Context: an optimization exercise on an open-source flow, tuned for small area. The choices shown serve that exercise and are no tape-out recipe. The RTL was checked by simulation tests, not by an equivalence proof against the original design. No activity file was given, so power comes from the tool's default toggle rates.

## flow/design.v

```verilog
`default_nettype none
package damsu_pkg;
	localparam int unsigned SAMPLE_BITS = 12;
	localparam int unsigned PADDR_W     = 4;
	localparam int unsigned PDATA_W     = 32;
	localparam int unsigned OUT_W       = 17;
	localparam int unsigned VREF_W  = 13;
	localparam int unsigned RATIO_W = 16;
	localparam int unsigned DROP_W  = 10;
	localparam int unsigned OFFS_W  = 10;
	localparam logic [VREF_W-1:0]  VREF_RST  = VREF_W'(3300);
	localparam logic [RATIO_W-1:0] RATIO_RST = RATIO_W'(26438);
	localparam logic [DROP_W-1:0]  DROP_RST  = DROP_W'(400);
	localparam logic [OFFS_W-1:0]  OFFS_RST  = OFFS_W'(500);
endpackage
`default_nettype wire
`default_nettype none
import damsu_pkg::*;
module damsu_regs (
	input  wire logic                clk,
	input  wire logic                arst_n,
	input  wire logic                psel,
	input  wire logic                penable,
	input  wire logic                pwrite,
	input  wire logic [PADDR_W-1:0]  paddr,
	input  wire logic [PDATA_W-1:0]  pwdata,
	output logic      [PDATA_W-1:0]  prdata,
	output logic                     pready,
	output logic      [VREF_W-1:0]   vref,
	output logic      [RATIO_W-1:0]  ratio,
	output logic      [DROP_W-1:0]   drop,
	output logic      [OFFS_W-1:0]   offs
);
	logic wen;
	assign wen    = psel & penable & pwrite;
	assign pready = 1'b1;
	always_ff @(posedge clk or negedge arst_n) begin
		if (!arst_n) begin
			vref  <= VREF_RST;
			ratio <= RATIO_RST;
			drop  <= DROP_RST;
			offs  <= OFFS_RST;
		end else if (wen) begin
			case (paddr[3:2])
				2'd0: vref  <= pwdata[VREF_W-1:0];
				2'd1: ratio <= pwdata[RATIO_W-1:0];
				2'd2: drop  <= pwdata[DROP_W-1:0];
				default: offs <= pwdata[OFFS_W-1:0];
			endcase
		end
	end
	assign prdata = ({PDATA_W{paddr[3:2] == 2'd0}} & PDATA_W'(vref))
	              | ({PDATA_W{paddr[3:2] == 2'd1}} & PDATA_W'(ratio))
	              | ({PDATA_W{paddr[3:2] == 2'd2}} & PDATA_W'(drop))
	              | ({PDATA_W{paddr[3:2] == 2'd3}} & PDATA_W'(offs));
endmodule
`default_nettype wire
`default_nettype none
import damsu_pkg::*;
module damsu_window (
	input  wire logic                   clk,
	input  wire logic                   arst_n,
	input  wire logic                   accept,
	input  wire logic [SAMPLE_BITS-1:0] battery_sample,
	input  wire logic [SAMPLE_BITS-1:0] thermistor_sample,
	output logic                        at_slot,
	output logic                        head_ok,
	output logic [SAMPLE_BITS-1:0]      head_b,
	output logic [SAMPLE_BITS-1:0]      head_t,
	output logic                        full
);
	logic [2*SAMPLE_BITS-1:0] ring [10];
	logic [3:0]               phase;
	logic [3:0]               slot;
	assign at_slot = (phase == slot);
	assign head_ok = full | (phase < slot);
	assign head_b  = ring[0][2*SAMPLE_BITS-1:SAMPLE_BITS];
	assign head_t  = ring[0][SAMPLE_BITS-1:0];
	always_ff @(posedge clk) begin
		for (int i = 0; i < 9; i++) begin
			ring[i] <= ring[i+1];
		end
		ring[9] <= accept ? {battery_sample, thermistor_sample} : ring[0];
	end
	always_ff @(posedge clk or negedge arst_n) begin
		if (!arst_n) begin
			phase <= 4'd0;
			slot  <= 4'd0;
			full  <= 1'b0;
		end else begin
			phase <= (phase == 4'd9) ? 4'd0 : phase + 4'd1;
			if (accept) begin
				slot <= (slot == 4'd9) ? 4'd0 : slot + 4'd1;
				if (slot == 4'd9) begin
					full <= 1'b1;
				end
			end
		end
	end
endmodule
`default_nettype wire
`default_nettype none
import damsu_pkg::*;
module damsu_scale (
	input  wire logic                   clk,
	input  wire logic                   arst_n,
	input  wire logic                   start,
	input  wire logic                   head_ok,
	input  wire logic [SAMPLE_BITS-1:0] head_b,
	input  wire logic [SAMPLE_BITS-1:0] head_t,
	input  wire logic [VREF_W-1:0]      vref,
	input  wire logic [RATIO_W-1:0]     ratio,
	input  wire logic [DROP_W-1:0]      drop,
	input  wire logic [OFFS_W-1:0]      offs,
	output logic                        busy,
	output logic                        done,
	output logic [OUT_W-1:0]            batt,
	output logic [OUT_W-1:0]            temp
);
	localparam int SB0 = 1;     
	localparam int SR0 = 11;    
	localparam int MV0 = 40;    
	localparam int MR0 = 69;    
	localparam int DD0 = 98;    
	localparam int LB0 = 116;   
	localparam int AB  = 133;   
	localparam int ST0 = 134;   
	localparam int SR1 = 144;   
	localparam int MT0 = 173;   
	localparam int DT0 = 190;   
	localparam int LT0 = 208;   
	localparam int AW  = 225;   
	localparam int SO0 = 226;   
	localparam int FIN = 236;   
	logic [3:0]  ph;
	logic [4:0]  cnt;
	logic        act;
	logic [16:0] h;
	logic [28:0] l;
	logic [16:0] bq;
	logic in_sum, sum_first, sum_t, in_shr, in_mv, in_mr, in_dd, in_dt, in_shl;
	logic in_ab, in_aw, in_so, in_fin;
	logic mbit;
	logic lsh;
	logic keep;
	logic [16:0] a;
	logic [16:0] op;
	logic        cin;
	logic [17:0] sum;
	logic        c;
	logic        ge;
	logic [SAMPLE_BITS-1:0] word;
	logic [4:0] len;
	always_comb begin
		in_sum    = (ph == 1) || (ph == 8);
		sum_first = in_sum && cnt == 9;
		sum_t     = ph[3];
		in_shr    = (ph == 2) || (ph == 9);
		in_mv     = (ph == 3) || (ph == 10);
		in_mr     = (ph == 4);
		in_dd     = (ph == 5);
		in_dt     = (ph == 11);
		in_shl    = (ph == 6) || (ph == 12);
		in_ab     = (ph == 7);
		in_aw     = (ph == 13);
		in_so     = (ph == 14);
		in_fin    = (ph == 15);
		case (ph)
			0: len = 9;    
			1: len = 28;   
			2: len = 28;
			3: len = 28;
			4: len = 17;   
			5: len = 16;   
			6: len = 0;    
			7: len = 9;    
			8: len = 28;
			9: len = 16;   
			10: len = 17;  
			11: len = 16;  
			12: len = 0;   
			13: len = 9;   
			default: len = 0;
		endcase
	end
	assign mbit = l[0];
	assign word = sum_t ? head_t : head_b;
	always_comb begin
		lsh  = in_dd | in_dt | in_shl;
		keep = ~lsh & ~(in_sum & sum_first) & ~(in_fin & ~h[16]);
		a = ({17{lsh}} & {h[15:0], l[28]}) | ({17{keep}} & h);
		op = ({17{in_sum & head_ok & ~sum_t}} & {5'd0, head_b})
		   | ({17{in_sum & head_ok & sum_t}}  & {5'd0, head_t})
		   | ({17{in_mv & mbit}}              & {4'd0, vref})
		   | ({17{in_mr & mbit}}              & {1'b0, ratio})
		   | ({17{in_dd}}                     & (17'd40950 ^ {17{~h[16]}}))
		   | ({17{in_dt}}                     & (17'd4095 ^ {17{~h[16]}}))
		   | ({17{in_ab}}                     & {7'd0, drop})
		   | ({17{in_aw}}                     & ~17'd50000)
		   | ({17{in_so}}                     & ~{7'd0, offs})
		   | ({17{in_fin}}                    & 17'd50000);
		cin = ((in_dd | in_dt) & ~h[16]) | ((in_ab | in_aw) & l[28]) | in_so
		    | (in_fin & h[16]);
		c = cin;
		for (int i = 0; i < 17; i++) begin
			sum[i] = a[i] ^ op[i] ^ c;
			c      = (a[i] & op[i]) | (c & (a[i] ^ op[i]));
		end
		sum[17] = c;
		ge  = ~sum[16];
	end
	always_ff @(posedge clk) begin
		if (in_shr || in_mv || in_mr) begin
			h <= sum[17:1];
		end else begin
			h <= sum[16:0];
		end
		if (in_dd || in_dt || in_shl) begin
			l[28:12] <= l[27:11];
			l[11]    <= ge;
		end else begin
			l[28:11] <= {sum[0], l[28:12]};
		end
		l[10:0] <= l[11:1];
		if (in_ab) begin
			bq <= sum[17] ? 17'h1ffff : sum[16:0];
		end
	end
	always_ff @(posedge clk or negedge arst_n) begin
		if (!arst_n) begin
			ph <= '0;
		end else if (start || (ph != 0 && cnt == 0)) begin
			ph <= ph + 4'd1;
		end
	end
	always_ff @(posedge clk) begin
		if (start || cnt == 0) begin
			cnt <= len;
		end else begin
			cnt <= cnt - 5'd1;
		end
	end
	assign done = in_fin;
	assign busy = (ph != 0);
	assign batt = bq;
	assign temp = h;
endmodule
`default_nettype wire
`default_nettype none
import damsu_pkg::*;
module dual_adc_moving_average_scaler_unit (
	input  wire logic                   clk,
	input  wire logic                   arst_n,
	input  wire logic                   psel,
	input  wire logic                   penable,
	input  wire logic                   pwrite,
	input  wire logic [PADDR_W-1:0]     paddr,
	input  wire logic [PDATA_W-1:0]     pwdata,
	output logic      [PDATA_W-1:0]     prdata,
	output logic                        pready,
	input  wire logic                   in_valid,
	output logic                        in_ready,
	input  wire logic [SAMPLE_BITS-1:0] battery_sample,
	input  wire logic [SAMPLE_BITS-1:0] thermistor_sample,
	output logic                        out_valid,
	input  wire logic                   out_ready,
	output logic      [OUT_W-1:0]       battery_mv,
	output logic signed [OUT_W-1:0]     temperature_centi_c,
	output logic                        window_full
);
	logic [VREF_W-1:0]      vref;
	logic [RATIO_W-1:0]     ratio;
	logic [DROP_W-1:0]      drop;
	logic [OFFS_W-1:0]      offs;
	logic                   at_slot;
	logic                   head_ok;
	logic [SAMPLE_BITS-1:0] head_b;
	logic [SAMPLE_BITS-1:0] head_t;
	logic                   full;
	logic                   busy;
	logic                   done;
	logic                   accept;
	logic                   out_valid_q;
	logic [OUT_W-1:0]       batt;
	logic [OUT_W-1:0]       temp;
	assign in_ready = ~busy & ~out_valid_q & at_slot;
	assign accept   = in_valid & in_ready;
	damsu_regs u_regs (
		.clk     (clk),
		.arst_n  (arst_n),
		.psel    (psel),
		.penable (penable),
		.pwrite  (pwrite),
		.paddr   (paddr),
		.pwdata  (pwdata),
		.prdata  (prdata),
		.pready  (pready),
		.vref    (vref),
		.ratio   (ratio),
		.drop    (drop),
		.offs    (offs)
	);
	damsu_window u_window (
		.clk               (clk),
		.arst_n            (arst_n),
		.accept            (accept),
		.battery_sample    (battery_sample),
		.thermistor_sample (thermistor_sample),
		.at_slot           (at_slot),
		.head_ok           (head_ok),
		.head_b            (head_b),
		.head_t            (head_t),
		.full              (full)
	);
	damsu_scale u_scale (
		.clk     (clk),
		.arst_n  (arst_n),
		.start   (accept),
		.head_ok (head_ok),
		.head_b  (head_b),
		.head_t  (head_t),
		.vref    (vref),
		.ratio   (ratio),
		.drop    (drop),
		.offs    (offs),
		.busy    (busy),
		.done    (done),
		.batt    (batt),
		.temp    (temp)
	);
	always_ff @(posedge clk or negedge arst_n) begin
		if (!arst_n) begin
			out_valid_q <= 1'b0;
		end else if (done) begin
			out_valid_q <= 1'b1;
		end else if (out_ready) begin
			out_valid_q <= 1'b0;
		end
	end
	assign out_valid           = out_valid_q;
	assign battery_mv          = batt;
	assign temperature_centi_c = $signed(temp);
	assign window_full         = full;
endmodule
`default_nettype wire
```

## flow/flow/run.sh

```bash
#!/bin/bash
# Standard layout, with plain buf_1 port buffers and a clock tree without
# dummy loads. Every tool's output goes to a log file in this folder.
set -euo pipefail
export BUFFER_PORTS_ARGS="-buffer_cell sky130_fd_sc_hd__buf_1"
export CTS_ARGS="-sink_clustering_enable -repair_clock_nets -dont_use_dummy_load -sink_clustering_size 18 -sink_clustering_max_diameter 50 -buf_list sky130_fd_sc_hd__clkbuf_8"
bash standard.sh > standard.log 2>&1
```

## flow/standard.sh

```bash
#!/bin/bash
# synth_recipe.tcl (not shown) runs the flow's synth.tcl, then flattens the netlist and writes it again
# the make line also repeats each setting of config.mk as NAME=value (left out here)
make -C /OpenROAD-flow-scripts/flow DESIGN_CONFIG=/design/flow/config.mk WORK_HOME=/design/flow/orfs CLKGATE_MAP_FILE= SYNTH_SCRIPT=/design/flow/synth_recipe.tcl "${@:-finish}"
```

## flow/config.mk

```make
export PLATFORM = sky130hd
export DESIGN_NAME = dual_adc_moving_average_scaler_unit
export DESIGN_NICKNAME = dual_adc_moving_average_scaler_unit
export VERILOG_FILES = /design/flow/design.v
export SDC_FILE = /design/flow/constraint.sdc
export NUM_CORES = 4
export LEC_CHECK = 0
export CAP_MARGIN = 20
export CORE_MARGIN = 2
export CORE_UTILIZATION = 75
export SLEW_MARGIN = 20
```

## flow/constraint.sdc

```tcl
create_clock -name core_clock -period 10.0 [get_ports {clk}]
set_input_delay 2.0000 -clock core_clock [delete_from_list [all_inputs] [get_ports {clk}]]
set_output_delay 2.0000 -clock core_clock [all_outputs]
set_load 0.01 [all_outputs]
```

==> results by group, run 1 <==
Global route
  • Largest net degree at the start of global routing: 64
  • GR Overflow Total: 0
  • Vias in the first global route: 6635
  • Total track usage: 27.85%
  • Met1 Resource Use GR: 36.78%
  • Initial antenna violation count: 0
  • Global-route wire length before repair: 35.56 mm
  • GRT met2 Usage: 47.99%
  • Met3 Resource Use GR: 5.078%
  • Gr busiest metal: met2

Worst setup path
  • Worst reg2reg path startpoint: u_scale.ph[1]
  • Crit path launch: u_scale.ph[1]
  • CP max FO: 37
  • Worst path bufs/invs: 4
  • FF-to-FF setup slack: 0.51 ns
  • Worst Reg-to-Reg Cells: 26
  • Critical Path Source Type: flip-flop
  • Critical path's top delay family: adder cells
  • CP endpoint: u_scale.bq[16]
  • Reg2Reg Capture Point: u_scale.bq[16]
  • CP Class: flip-flop to flip-flop
  • Crit-path most repeated cell: fa_1
  • Slowest stage delay, CP: 0.49 ns
  • Critical Path Sink Type: flip-flop
  • Crit path required time: 10.31 ns
  • Worst EP arrival: 9.80 ns
  • Max stage delay cell, worst path: fa_1
  • CP Depth: 26

Pwr
  • Peak supply drop: 0.2569 mV
  • Comb power frac: 40.3%
  • Sw Share: 34.88%
  • Seq pwr share: 45.1%
  • P_sw: 1.544 mW
  • Internal power: 2.883 mW
  • Clock power share: 14.7%
  • LEAKAGE: 5.123 nW
  • PwrDens: 349.2 nW/um^2

STA
  • Final worst setup slack: 0.5090 ns
  • Fmax: 105.4 MHz
  • Hold_ws: 0.3020 ns
  • Measured slew at the worst slew-check pin: 0.9574 ns
  • Fin crit period: 9.491 ns
  • Period utilization: 94.91%
  • Setup_tns: 0 ns
  • RSZ-0062 raised after global routing: false
  • Max-slew violation count: 0
  • # setup viols final: 0
  • Fin. Hold Viols: 0
  • Worst Skew: 0.05579 ns
  • Max-slew headroom: 36.18%

Routing
  • Final WL: 22.83 mm
  • DRC: 0
  • Vias/cell: 5.740
  • Antenna Nets Post-Route: 0
  • Via count: 6481
  • WL/cell: 20.22 um
  • DR iter-0 viols: 478
  • Drt pass-1 iters: 5

Synthesis
  • Syn Area/Cell: 14.47 sq um
  • Cells after Synth: 814
  • Yosys top cell area share: 49.45%
  • Asr flop ratio synth: 16.98%
  • Yosys top cell by area: dfxtp_1
  • Flip-flop and latch count after synthesis: 371
  • Cell Area, Synth: 11780 sq um
  • Most used DFF post-synth: dfxtp_1
  • Synth Warn #: 5
  • Sequential share of the synthesized area: 67.41%
  • Post-synth EDFFs: 17
  • Number of distinct library cells after synthesis: 59
  • Top cells by area, synth: dfxtp_1, mux2_2, dfrtp_1

Clock network
  • Num Clock Sinks: 371
  • CTS buffer count: 26
  • Root Buffer: clkbuf_8
  • Post-CTS Hold Buffers: 0
  • H-tree depth: 1
  • CTS tree: yes
  • Post-CTS resize count: 0
  • Worst-Skew Late Latency: 0.57 ns
  • # Post-CTS Setup Buffers: 0
  • Clock Path Buffers: 3
  • Clock transition at the registers of the reported paths: 0.10 ns

Job
  • Max-Cap Viols: 0

Layout
  • Fin area: 12680 sq um
  • Diodes inserted: 0
  • Layout cells sized above 1: 20.48%
  • Final core utilization: 83.08%
  • Nets: 1015
  • Area growth, synth to finish: 7.604%

Die
  • Die boundary width: 129.3 um
  • Row Count: 45
  • Die Height: 129.3 um
  • Core Area: 15260 sq um
  • I/O pin count: 137
  • Die area: 16730 sq um
  • Initial core utilization: 77.21%

Hold path
  • Worst hold path class: flip-flop to flip-flop
  • Hold Crit Depth: 0

Place
  • DP Wirelength: 15.83 mm
  • Post-DP Area: 12310 sq um
  • Placer Congestion: 0.8987
  • Post-Place Setup Slack: 0.5390 ns
  • # port buffers: 101

Run status
  • Status: no timing/DRC/antenna violations
power by group through the flow:
| stage | Clock, mW | Sequential [mW] | Combinational (mW) |
|---|---|---|---|
| 3_3_place_gp | 0 | 2.00 | 1.65 |
| 3_5_place_dp | 0 | 2.02 | 1.75 |
| 4_1_cts | 0.661 | 1.99 | 1.78 |
| 6_report | 0.649 | 1.99 | 1.78 |
| 2_1_floorplan | 0 | 2.00 | 1.29 |
| 5_1_grt | 0.707 | 2.02 | 1.95 |
synth_stat cells (4+ instances only):
cell,number
nor2_1,16
buf_2,15
o22ai_1,4
edfxtp_1,17
a221o_1,4
o2bb2ai_1,7
inv_1,18
dfrtp_1,40
nand2b_1,16
a21o_1,4
mux2_2,100
ha_1,11
buf_4,17
mux2i_1,24
fa_1,17
o21ai_0,15
nand3_1,6
mux2_1,4
buf_1,8
a211oi_1,11
mux4_2,10
a21oi_1,11
dfstp_2,23
a22o_1,6
dfxtp_1,291
a22oi_1,23
nand2_1,18
xnor2_1,7
clkbuf_1,11
nor3_1,4
and2_1,10
worst min-delay path by stage:
stage                    startpoint                    to  slack (ns)
4_1_cts         u_window.ring[4][2]   u_window.ring[3][2]        0.30
6_report        u_window.ring[6][2]   u_window.ring[5][2]        0.30
2_1_floorplan          u_scale.l[1]          u_scale.l[0]        0.31
5_1_grt         u_window.ring[4][2]   u_window.ring[3][2]        0.30
3_5_place_dp    u_window.ring[1][1]   u_window.ring[0][1]        0.31
3_3_place_gp   u_window.ring[8][21]  u_window.ring[7][21]        0.31
cell usage in the layout (no fill, tap or decap), drive strengths merged, types with 3 or more instances in the layout:
cell type  instances
nor3               4
xnor2              7
a21oi             12
clkbuf            27
a211oi            11
and2              10
nand2b            16
nor2              16
o211a              3
edfxtp            17
mux4              10
a22oi             23
mux2             105
o21ai             15
o22ai              4
fa                17
a221o              4
or2                3
a31oi              3
o2bb2ai            7
ha                11
nand3              7
mux2i             24
a21o               4
nor2b              3
dfrtp             40
nand2             18
dfxtp            291
and3               3
a22o               6
dfstp             23
conb              17
inv               18
o211ai             3
buf              116
kinds of logic after synthesis:
group           Yosys count  synth area share [%]
simple gates             92                 4.429
xor+xnor                  8                0.5948
mux                     139                 14.02
buf+inv                  72                 3.186
compound gates          102                 6.245
flops                   371                 67.41
fa+ha+maj                28                 4.057
other cells               2               0.06375
per-stage QoR:
| step | power (mW) | instances |
|---|---|---|
| after detailed placement | 3.772 | 1102 |
| after global routing | 4.680 | 1129 |
| final | 4.427 | 1129 |
| after global placement | 3.656 | 1102 |
| after floorplan | 3.284 | 829 |
| after CTS | 4.429 | 1128 |
per-layer routing:
layer,wire [um],vias to the layer above
met5,0,-
met4,630,0
met3,1390,54
met2,11260,261
met1,9549,3184
li1,-,2982
flip-flops by register name, indices dropped and copies added (netlist names):
signal,count
u_window.ring,240
u_scale.l,29
u_scale.bq,17
u_scale.h,17
u_regs.ratio,16
u_regs.vref,13
u_regs.drop,10
u_regs.offs,10
u_scale.cnt,5
u_scale.ph,4
u_window.phase,4
u_window.slot,4
out_valid_q,1
u_window.full,1
worst register-to-register path: cells and delay by family (launching register included):
kind,cells,cell delay (ns)
adders and majority gates,18,7.23
AOI/OAI and AO/OA,3,0.64
buffers and inverters,4,0.62
DFF,1,0.45
and+or+nand+nor,1,0.31
cell type report:
| class | instances | area, sq um |
|---|---|---|
| Tap cell | 211 | 264.0 |
| Clock buffer | 26 | 357.8 |
| Timing Repair Buffer | 117 | 504.2 |
| Multi-Input combinational cell | 386 | 3542 |
| Inverter | 18 | 67.56 |
| Fill cell | 794 | 2581 |
| Sequential cell | 371 | 7941 |
==> inputs of run 2 (changes only) <==
==> flow/run.sh (new file) <==
#!/bin/bash
# synth_recipe.tcl (not shown) runs the flow's synth.tcl, then flattens the netlist and writes it again
# the make line also repeats each setting of config.mk as NAME=value (left out here)
make -C /OpenROAD-flow-scripts/flow DESIGN_CONFIG=/design/flow/config.mk WORK_HOME=/design/flow/orfs CLKGATE_MAP_FILE= SYNTH_SCRIPT=/design/flow/synth_recipe.tcl finish
--- a/flow/config.mk
+++ b/flow/config.mk
@@ -8,4 +8,7 @@
 export CAP_MARGIN = 20
 export CORE_MARGIN = 2
-export CORE_UTILIZATION = 75
+export CORE_UTILIZATION = 65
+export CTS_BUF_LIST = sky130_fd_sc_hd__clkbuf_8
+export CTS_CLUSTER_DIAMETER = 60
+export CTS_CLUSTER_SIZE = 20
 export SLEW_MARGIN = 20
removed: flow/flow/run.sh
removed: flow/standard.sh
==> run 2 against run 1 <==
Compared with the run above:
- clock skew shrank 0.027 ns
- largest cell class unchanged
- via count fell by 2.1%
- global-route usage down 4.8 points
- critical endpoint unchanged
- largest power group unchanged
- sequential share of layout area shrank 3.4 points
- core utilization down 8.2 points
- highest routed layer unchanged
- worst hold slack improved by 0.030 ns
- area after synthesis is the same
- total power up 3.0%
- still clean
- wire length decreased by 3.7%
- synthesized cell count did not move
==> results by group, run 2 <==
Routing
  • DR iter-0 viols: 335
  • DRC: 0
  • Via count: 6343
  • Drt pass-1 iters: 4
  • Vias/cell: 5.487
  • WL/cell: 19.02 um
  • Antenna Nets Post-Route: 0
  • Final WL: 21.99 mm

Hold path
  • Worst hold path class: flip-flop to flip-flop

Layout
  • Largest register FFs: 240
  • Area occupied by multi-input gates: 3550 sq um
  • Area growth, synth to finish: 13.74%
  • Register area: 7941 sq um
  • Most frequent cells in the layout: dfxtp_1, mux2_2, clkdlybuf4s50_1
  • Diodes inserted: 0
  • Nets: 1009
  • Layout cells sized above 1: 20.50%
  • Fill cells: 1106
  • Fin area: 13400 sq um
  • Biggest register: u_window.ring
  • Most common cell after layout, fill and taps aside: dfxtp_1
  • Biggest registers after layout: u_window.ring (240), u_scale.l (29)
  • Final core utilization: 74.85%

Worst setup path
  • Crit path required time: 10.33 ns
  • Max stage delay cell, worst path: fa_1
  • Slowest stage delay, CP: 0.47 ns
  • Critical Path Sink Type: flip-flop
  • CP Class: flip-flop to flip-flop
  • Critical path's top delay family: adder cells
  • Crit-path most repeated cell: fa_1
  • CP max FO: 10
  • Worst path bufs/invs: 3
  • Worst EP arrival: 9.65 ns
  • Critical Path Source Type: flip-flop

STA
  • Max-slew violation count: 0
  • Fmax: 107.3 MHz
  • Max-slew headroom: 29.48%
  • Setup_tns: 0 ns
  • # setup viols final: 0
  • Period utilization: 93.18%
  • Fin crit period: 9.318 ns
  • Fin. Hold Viols: 0
  • Measured slew at the worst slew-check pin: 1.058 ns
  • RSZ-0062 raised after global routing: false
  • Worst Skew: 0.02839 ns

Clock network
  • Clock transition at the registers of the reported paths: 0.11 ns
  • Root Buffer: clkbuf_8
  • Clock Path Buffers: 3
  • Num Clock Sinks: 371
  • # Post-CTS Setup Buffers: 0
  • CTS tree: yes
  • Post-CTS Hold Buffers: 0
  • H-tree depth: 1
  • Post-CTS resize count: 0
  • CTS buffer count: 23
  • Worst-Skew Late Latency: 0.58 ns

Pwr
  • PwrDens: 340.4 nW/um^2
  • LEAKAGE: 5.447 nW
  • Peak supply drop: 0.2505 mV

Die
  • I/O pin count: 137
  • Die Height: 138.6 um
  • Row Count: 49
  • Core Area: 17900 sq um
  • Initial core utilization: 65.81%
  • Die area: 19220 sq um
  • Die boundary width: 138.6 um

Synthesis
  • Number of distinct library cells after synthesis: 59
  • Cell Area, Synth: 11780 sq um
  • Synth cell count leaders: dfxtp_1, mux2_2, dfrtp_1, mux2i_1
  • Yosys top cell by area: dfxtp_1
  • Flip-flop and latch count after synthesis: 371
  • Syn Area/Cell: 14.47 sq um
  • Most used DFF post-synth: dfxtp_1
  • Cell with the most instances after synthesis: dfxtp_1
  • Top cells by area, synth: dfxtp_1, mux2_2, dfrtp_1
  • Cells after Synth: 814
  • Yosys top cell area share: 49.45%
  • Asr flop ratio synth: 16.98%
  • Post-synth EDFFs: 17
  • Sequential share of the synthesized area: 67.41%
  • Synth Warn #: 5

Global route
  • Met1 Resource Use GR: 32.72%
  • Met3 Resource Use GR: 4.213%
  • Vias in the first global route: 6559
  • Largest net degree at the start of global routing: 64
  • Global-route wire length before repair: 35.24 mm
  • Total track usage: 23.08%
  • GR Overflow Total: 0
  • Initial antenna violation count: 0
  • GRT met2 Usage: 37.08%
  • Gr busiest metal: met2

Place
  • Post-DP Area: 12950 sq um
  • DP Wirelength: 15.31 mm
  • # port buffers: 101
  • Placer Congestion: 0.8827

Run status
  • Status: no timing/DRC/antenna violations

Job
  • Max-Cap Viols: 0
==> run 2: kinds of logic (layout without fill, tap and decap cells) <==
family                     Yosys count  in the layout  synth area share (%)
and+or+nand+nor                     92             92                 4.429
buffers and inverters               72            170                 3.186
adders and majority gates           28             28                 4.057
xor gates and xnor gates             8              8                0.5948
DFF                                371            371                 67.41
muxes                              139            139                 14.02
AOI/OAI and AO/OA                  102            102                 6.245
other                                2             17               0.06375
==> run 2: path summary, 6_finish.rpt <==
kind	startpoint	end	slack (ns)	cells past startpoint
worst min-delay path	u_window.ring[8][11]	u_window.ring[7][11]	0.33	0
max in group asynchronous	arst_n	u_regs.ratio[11]	7.86	2
worst max-delay path	u_scale.ph[1]	u_scale.bq[16]	0.68	26
min in group asynchronous	arst_n	u_window.slot[0]	1.59	2
worst max register to register	u_scale.ph[1]	u_scale.bq[16]	0.68	26
worst min register to register	u_window.ring[8][11]	u_window.ring[7][11]	0.33	0
==> run 2: per-layer routing <==
layer | up-vias | part of all wire (%)
li1 | 2980 | -
met1 | 3113 | 45
met2 | 219 | 47
met3 | 31 | 6.0
met4 | 0 | 2.1
met5 | - | 0
==> run 2: where the power goes <==
group | internal, mW | total [mW] | switching [mW] | leakage [nW]
logic | 0.927 | 1.86 | 0.933 | 1.93
registers | 1.84 | 2.00 | 0.163 | 3.26
clock network | 0.264 | 0.702 | 0.438 | 0.256
==> run 2: worst register-to-register path, stage by stage (launching register included) <==
cell and delay [ns]:
dfrtp_1 0.46, inv_1 0.10, ha_1 0.37, nand2b_1 0.14
a21oi_1 0.28, o221a_2 0.30, a211o_1 0.18, fa_1 0.18
inv_1 0.05, fa_1 0.39, fa_1 0.41, fa_1 0.40
fa_1 0.40, fa_1 0.40, fa_1 0.41, fa_1 0.41
fa_1 0.44, fa_1 0.47, fa_1 0.47, fa_1 0.47
fa_1 0.46, fa_1 0.46, fa_1 0.42, inv_1 0.09
fa_1 0.19, fa_1 0.47, or2_2 0.30
==> run 2: layout make-up <==
type,count,area share [%]
clock buffer,25,2.568
clock inverter,13,0.7096
inverter,18,0.5042
multi-input combinational,386,26.49
sequential,371,59.26
tap,229,2.138
timing repair buffer,114,8.329
==> run 2: metrics by stage <==
step                power (mW)  hold slack, ns  setup WS, ns  instances
global route             4.858          0.3344        0.2834       1156
global placement         3.795          0.3102        0.7545       1118
floorplan                3.284          0.3096         1.056        829
detailed placement       3.890          0.3121        0.6763       1118
finish                   4.561          0.3320        0.6819       1156
CTS                      4.579          0.3326        0.6510       1156

separate check: timing with driven ports:
How much do the figures lean on ideal ports? The routed layouts below were timed once more, with nothing changed but the port constraints.
Step 1, drivers: a clkbuf_16 drives clk and a buf_2 each remaining input, both assumed.
Step 2 adds t to the input delays and takes it off the output delays; t is the mean of the earliest and latest rising clock arrival at the registers after step 1. Input paths then give back, and output paths get back, about the clock's delay inside the block.
Slacks: no drivers / after step 1 / after step 2; pairs: no drivers / after step 1.
run | t (ns) | setup slack, ns | latest minus earliest clock arrival (ns) | worst data-port slew with drivers (ns)
run 1 | 0.582 | 0.509 / 0.509 / 0.509 | 0.056 / 0.056 | 0.06
run 2 | 0.601 | 0.682 / 0.682 / 0.682 | 0.029 / 0.029 | 0.05
After both steps every run listed still meets setup and hold.
